Context: an optimization exercise on an open-source flow, tuned for small area. The choices shown serve that exercise and are no tape-out recipe. Function was checked by simulation only, so behaviour that the tests miss may differ from the original. No activity file was given, so power comes from the tool's default toggle rates.

**design/flow/config.mk**
```make
export PLATFORM = sky130hd
export DESIGN_NAME = generic_fifo
export DESIGN_NICKNAME = generic_fifo
export VERILOG_FILES = /design/flow/design.v
export SDC_FILE = /design/flow/constraint.sdc
export NUM_CORES = 4
export LEC_CHECK = 0
export CAP_MARGIN = 20
export CORE_MARGIN = 2
export CORE_UTILIZATION = 40
export SLEW_MARGIN = 20
export SYNTH_HIERARCHICAL = 1
export SYNTH_MINIMUM_KEEP_SIZE = 0
```
**design/flow/constraint.sdc**
```tcl
create_clock -name core_clock -period 7.0 [get_ports {aclk}]
set_input_delay 1.4000 -clock core_clock [delete_from_list [all_inputs] [get_ports {aclk}]]
set_output_delay 1.4000 -clock core_clock [all_outputs]
set_load 0.01 [all_outputs]
```
**design/flow/design.v**
```verilog
package utils_pkg;
    typedef enum logic [2:0] {
        ST_IDLE = 3'd0,
        ST_HDR  = 3'd1,
        ST_DATA = 3'd2,
        ST_ERR  = 3'd3,
        ST_DONE = 3'd4
    } state_t;
    typedef struct packed {
        logic [7:0]  header;
        logic [3:0]  opcode;
        logic [63:0] data;
        logic [3:0]  error;
        state_t      m_state;
    } packet_t;
endpackage
module fifo_ptr #(
    parameter int DEPTH      = 16,
    parameter int COUNT_SIZE = (DEPTH <= 1) ? 1 : $clog2(DEPTH)
) (
    input  logic                  aclk,
    input  logic                  resetn,
    input  logic                  adv,
    output logic [COUNT_SIZE-1:0] ptr
);
    always_ff @(posedge aclk or negedge resetn) begin
        if (!resetn)
            ptr <= '0;
        else if (adv)
            ptr <= (ptr == COUNT_SIZE'(DEPTH - 1)) ? '0 : ptr + 1'b1;
    end
endmodule
module fifo_row #(
    parameter int W = 84
) (
    input  logic         aclk,
    input  logic         we,
    input  logic         wen,
    input  logic [W-1:0] d,
    output logic [W-1:0] q
);
    always_ff @(posedge aclk)
        q <= ~((q | {W{we}}) & (d | {W{wen}}));
endmodule
module fifo_rdmux #(
    parameter int DEPTH = 16,
    parameter int W     = 84
) (
    input  logic [DEPTH-1:0] seln,
    input  logic [DEPTH*W-1:0] rows,
    output logic [W-1:0]     y
);
    always_comb begin
        y = '1;
        for (int i = 0; i < DEPTH; i++)
            y = y & (rows[i*W +: W] | {W{seln[i]}});
    end
endmodule
module generic_fifo #(
    parameter int DEPTH      = 16,
    parameter int COUNT_SIZE = (DEPTH <= 1) ? 1 : $clog2(DEPTH)
) (
    input  logic                  aclk,
    input  logic                  resetn,
    input  logic                  push,
    input  logic                  pop,
    output logic [COUNT_SIZE-1:0] wr_ptr,
    output logic [COUNT_SIZE-1:0] rd_ptr,
    output logic                  full,
    output logic                  empty,
    input  utils_pkg::packet_t    data_in,
    output utils_pkg::packet_t    data_out
);
    localparam int W = $bits(data_in);
    logic [DEPTH*(W+1)-1:0] rows;
    logic [W:0]        rd_row;
    logic [DEPTH-1:0]  we;
    logic [DEPTH-1:0]  wen;
    logic [DEPTH-1:0]  rd_seln;
    logic              last_push;    
    logic              ptr_eq;
    logic              do_push;
    logic              do_pop;
    assign ptr_eq   = (wr_ptr == rd_ptr);
    assign empty    = ptr_eq && !last_push;
    assign full     = ptr_eq && last_push;
    assign do_push  = push && (!full || pop);
    assign do_pop   = pop && !empty;
    fifo_ptr #(.DEPTH(DEPTH), .COUNT_SIZE(COUNT_SIZE)) u_wr_ptr (
        .aclk   (aclk),
        .resetn (resetn),
        .adv    (do_push),
        .ptr    (wr_ptr)
    );
    fifo_ptr #(.DEPTH(DEPTH), .COUNT_SIZE(COUNT_SIZE)) u_rd_ptr (
        .aclk   (aclk),
        .resetn (resetn),
        .adv    (do_pop),
        .ptr    (rd_ptr)
    );
    always_ff @(posedge aclk or negedge resetn) begin
        if (!resetn)
            last_push <= 1'b0;
        else if (do_push != do_pop)
            last_push <= do_push;
    end
    for (genvar i = 0; i < DEPTH; i++) begin : g_slot
        assign we[i]      = do_push && (wr_ptr == COUNT_SIZE'(i));
        assign wen[i]     = !we[i];
        assign rd_seln[i] = (rd_ptr != COUNT_SIZE'(i));
        fifo_row #(.W(W + 1)) u_row (
            .aclk (aclk),
            .we   (we[i]),
            .wen  (wen[i]),
            .d    ({1'b0, data_in}),
            .q    (rows[i*(W+1) +: W+1])
        );
    end
    fifo_rdmux #(.DEPTH(DEPTH), .W(W + 1)) u_rdmux (
        .seln (rd_seln),
        .rows (rows),
        .y    (rd_row)
    );
    assign data_out = rd_row[W-1:0] ^ {W{rd_row[W]}};
endmodule
```
**design/flow/run.sh**
```bash
#!/bin/bash
# synth_recipe.tcl (not shown) runs the flow's synth.tcl, then flattens the netlist and writes it again
# the make line also repeats each setting of config.mk as NAME=value (left out here)
make -C /OpenROAD-flow-scripts/flow DESIGN_CONFIG=/design/flow/config.mk WORK_HOME=/design/flow/orfs CLKGATE_MAP_FILE= SYNTH_SCRIPT=/design/flow/synth_recipe.tcl finish
```
==> impl_metrics.ini <==
[status]
status = no timing/DRC/antenna violations

[floorplanning]
die_h_um = 344
placementRows = 124
io_pins = 180
chipWidth_um = 344
start_util = 0.404
core_mm2 = 0.115
dieArea_mm2 = 0.119

[critical_path]
crit_type = flop to output port
cp_slowest_stage_delay_ns = 0.75
arrival_ns = 5.26
cp.required_ns = 5.60
path_buf_inv = 2
crit_family = simple AND/OR/NAND/NOR gates
cp_slowest_cell = dfrtp_1
cp_cell_sequence = nor2b_1 -> nand2_4 -> buf_4 -> o22ai_1 -> nor2_1 -> and4_1 -> xor2_1 -> clkdlybuf4s50_1
crit_fanout = 56
startpoint_type = flop
end_kind = output port

[sta]
max_freq_mhz = 150
fin_crit_sh = 0.952
rsz0062_at_grt = no
final-hold-violation-count = 0
setup_ws_ns = 0.338
relSlewSlack = 0.172
tns_ns = 0
whs_ns = 0.442
slew_violations = 0
post-route-min-period_ns = 6.66
clock_skew_ns = 0.0342
worstMarginPinSlew_ns = 1.24
setup-violations-final = 0

[route]
drc = 0
drt-vias-per-instance = 6.59
vias = 39800
wl_um = 168000
postRouteAntennaNets = 0
drt_pass1_iterations = 5
post_drt_wl_per_cell_um = 27.9
first_iter_violations = 4317

[synth]
synth_area_mm2 = 0.0464
async_flop_share = 0.00665
synth.avg_cell_area_um2 = 10.4
synth_flop_cell = dfxtp_1
yosysSeqAreaShare = 0.585
yosys_warnings = 10
synth_cells = 4444
synth_cell_types = 35
synth_edf_count = 0
synth-seq-cells = 1353

[clock_tree]
cts_setup_buffers = 0
clock_sinks = 1353
clock_latency_ns = 0.76
hold_buffers = 0
clk_pin_slew_worst_paths_ns = 0.07
cts-root-buf = clkbuf_16
cts_tree = built
ctsResizeCount = 0
htreeDepth = 4
cts_made_buffers = 138
clockBufferDepth = 3

[global_route]
grt_pass1_wl_um = 247000
antenna_found_initial = 8
grt_pass1_vias = 38200
grt_max_degree = 85
grtUsageTotal = 0.272
overflow = 0

[placement]
place_ws_ns = 1.26
dp.cells = 5781
dp_hpwl_um = 88700
gp_congestion = 0.797
portBuffers = 179
dpl_cell_area_mm2 = 0.0483

[power_and_ir_drop]
power_mw = 36.0
peakVddDrop_mv = 0.573
p_leak_nw = 19.0
power-per-cell-area_mw_per_mm2 = 678

[cells_and_area]
drive_above_1_share = 0.0803
instances_no_fill = 6035
design_area_mm2 = 0.0531
fin_util = 0.464
fin_nets = 4501
synthToLayoutAreaGrowth_pct = 14.7
final_common_cell = o22ai_1
mostFrequentLayoutCells = o22ai_1 (2016), dfxtp_1 (1344), nor2_1 (342)

[hold_path]
min_path_type = flop to flop

[job]
maxCapViolCount = 0
[power breakdown]
| part | total [mW] | leakage, nW | internal, mW | switching, mW |
|---|---|---|---|---|
| combinational | 14.3 | 5.06 | 6.69 | 7.58 |
| clock | 7.73 | 2.35 | 4.58 | 3.16 |
| sequential | 14.0 | 11.6 | 11.9 | 2.16 |
[state kept, by name, summed over array words and instances (netlist names)]
register / flops
g_slot.u_row.q: 1344
u_rd_ptr.ptr: 4
u_wr_ptr.ptr: 4
last_push: 1
[layer usage]
layer | GRT usage | share of wire
met4 | 0.0945 | 0.025
met5 | 0 | 0.00027
met1 | 0.381 | 0.44
met2 | 0.417 | 0.45
met3 | 0.0544 | 0.090
[cells in the mapped netlist, drive strengths merged (4+ instances only)]
cell / n / share of area
a21boi: 17 / 0.0035
a21oi: 4 / 0.00051
and3: 16 / 0.0022
and4: 85 / 0.016
buf: 427 / 0.065
clkbuf: 24 / 0.0019
dfrtp: 9 / 0.0049
dfxtp: 1344 / 0.58
inv: 4 / 0.00032
nand2: 14 / 0.0011
nand3: 10 / 0.0011
nand4: 4 / 0.00067
nor2: 343 / 0.028
nor2b: 6 / 0.00081
o21ai: 22 / 0.0024
o22ai: 2016 / 0.27
xnor2: 6 / 0.0018
xor2: 83 / 0.016
[area by class of cell]
| class | count | area (µm²) |
|---|---|---|
| Inverter | 4 | 15.0 |
| Tap cell | 1512 | 1890 |
| Timing Repair Buffer | 264 | 2660 |
| Antenna cell | 3 | 7.51 |
| Clock inverter | 43 | 683 |
| Multi-Input combinational cell | 2651 | 16600 |
| Sequential cell | 1353 | 27100 |
| Clock buffer | 205 | 4110 |
| Fill cell | 10600 | 61500 |
[kinds of logic (layout without fill, tap and decap cells)]
group,after synthesis,in the layout,synth area share
flip-flops,1353,1353,0.585
buffers and inverters,455,516,0.0671
other,1,19,0.0000809
AO/OA/AOI/OAI,2060,2060,0.279
multiplexers,2,2,0.000486
adder cells (fa/ha/maj),2,2,0.000540
AND/OR/NAND/NOR,482,482,0.0504
XOR/XNOR,89,89,0.0175
[worst paths after layout]
check                                        from                      to  slack (ns)  depth (start not counted)
hold reg to reg            g_slot[12].u_row.q[78]  g_slot[12].u_row.q[78]        0.44                          1
setup / recovery                  u_rd_ptr.ptr[0]            data_out[10]        0.34                          8
min in group asynchronous                  resetn         u_rd_ptr.ptr[1]        1.00                          1
hold / removal             g_slot[12].u_row.q[78]  g_slot[12].u_row.q[78]        0.44                          1
max in group asynchronous                  resetn         u_wr_ptr.ptr[0]        5.61                          1
setup reg to reg                  u_rd_ptr.ptr[2]  g_slot[13].u_row.q[58]        3.23                          5

-- separate check: timing with driven ports --
In the flow no input, the clock included, has a driving cell. The finished layout below was timed again as built, in two steps. Step 1 (the two cells are an assumption about what drives the block):
set clk [get_ports {aclk}]
set_driving_cell -lib_cell sky130_fd_sc_hd__clkbuf_16 $clk
set_driving_cell -lib_cell sky130_fd_sc_hd__buf_2 [delete_from_list [all_inputs] $clk]
Step 2, shift: input delay + t, output delay - t, t = (earliest + latest rising clock arrival at the registers) / 2. This alone moves slack from input paths to output paths. Slacks: ideal ports / drivers / drivers and shift; pairs: ideal ports / drivers.
t, ns: 0.819
setup slack, ns: 0.338 / 0.262 / 1.080
latest minus earliest clock arrival (ns): 0.035 / 0.035
worst register clock-pin slew, ns: 0.07 / 0.07
worst slew at a driven data input, ns: 0.19
After both steps setup and hold are still met in this run. The setup slack of this run moves by -0.076 ns with the drivers and by +0.742 ns with both steps.
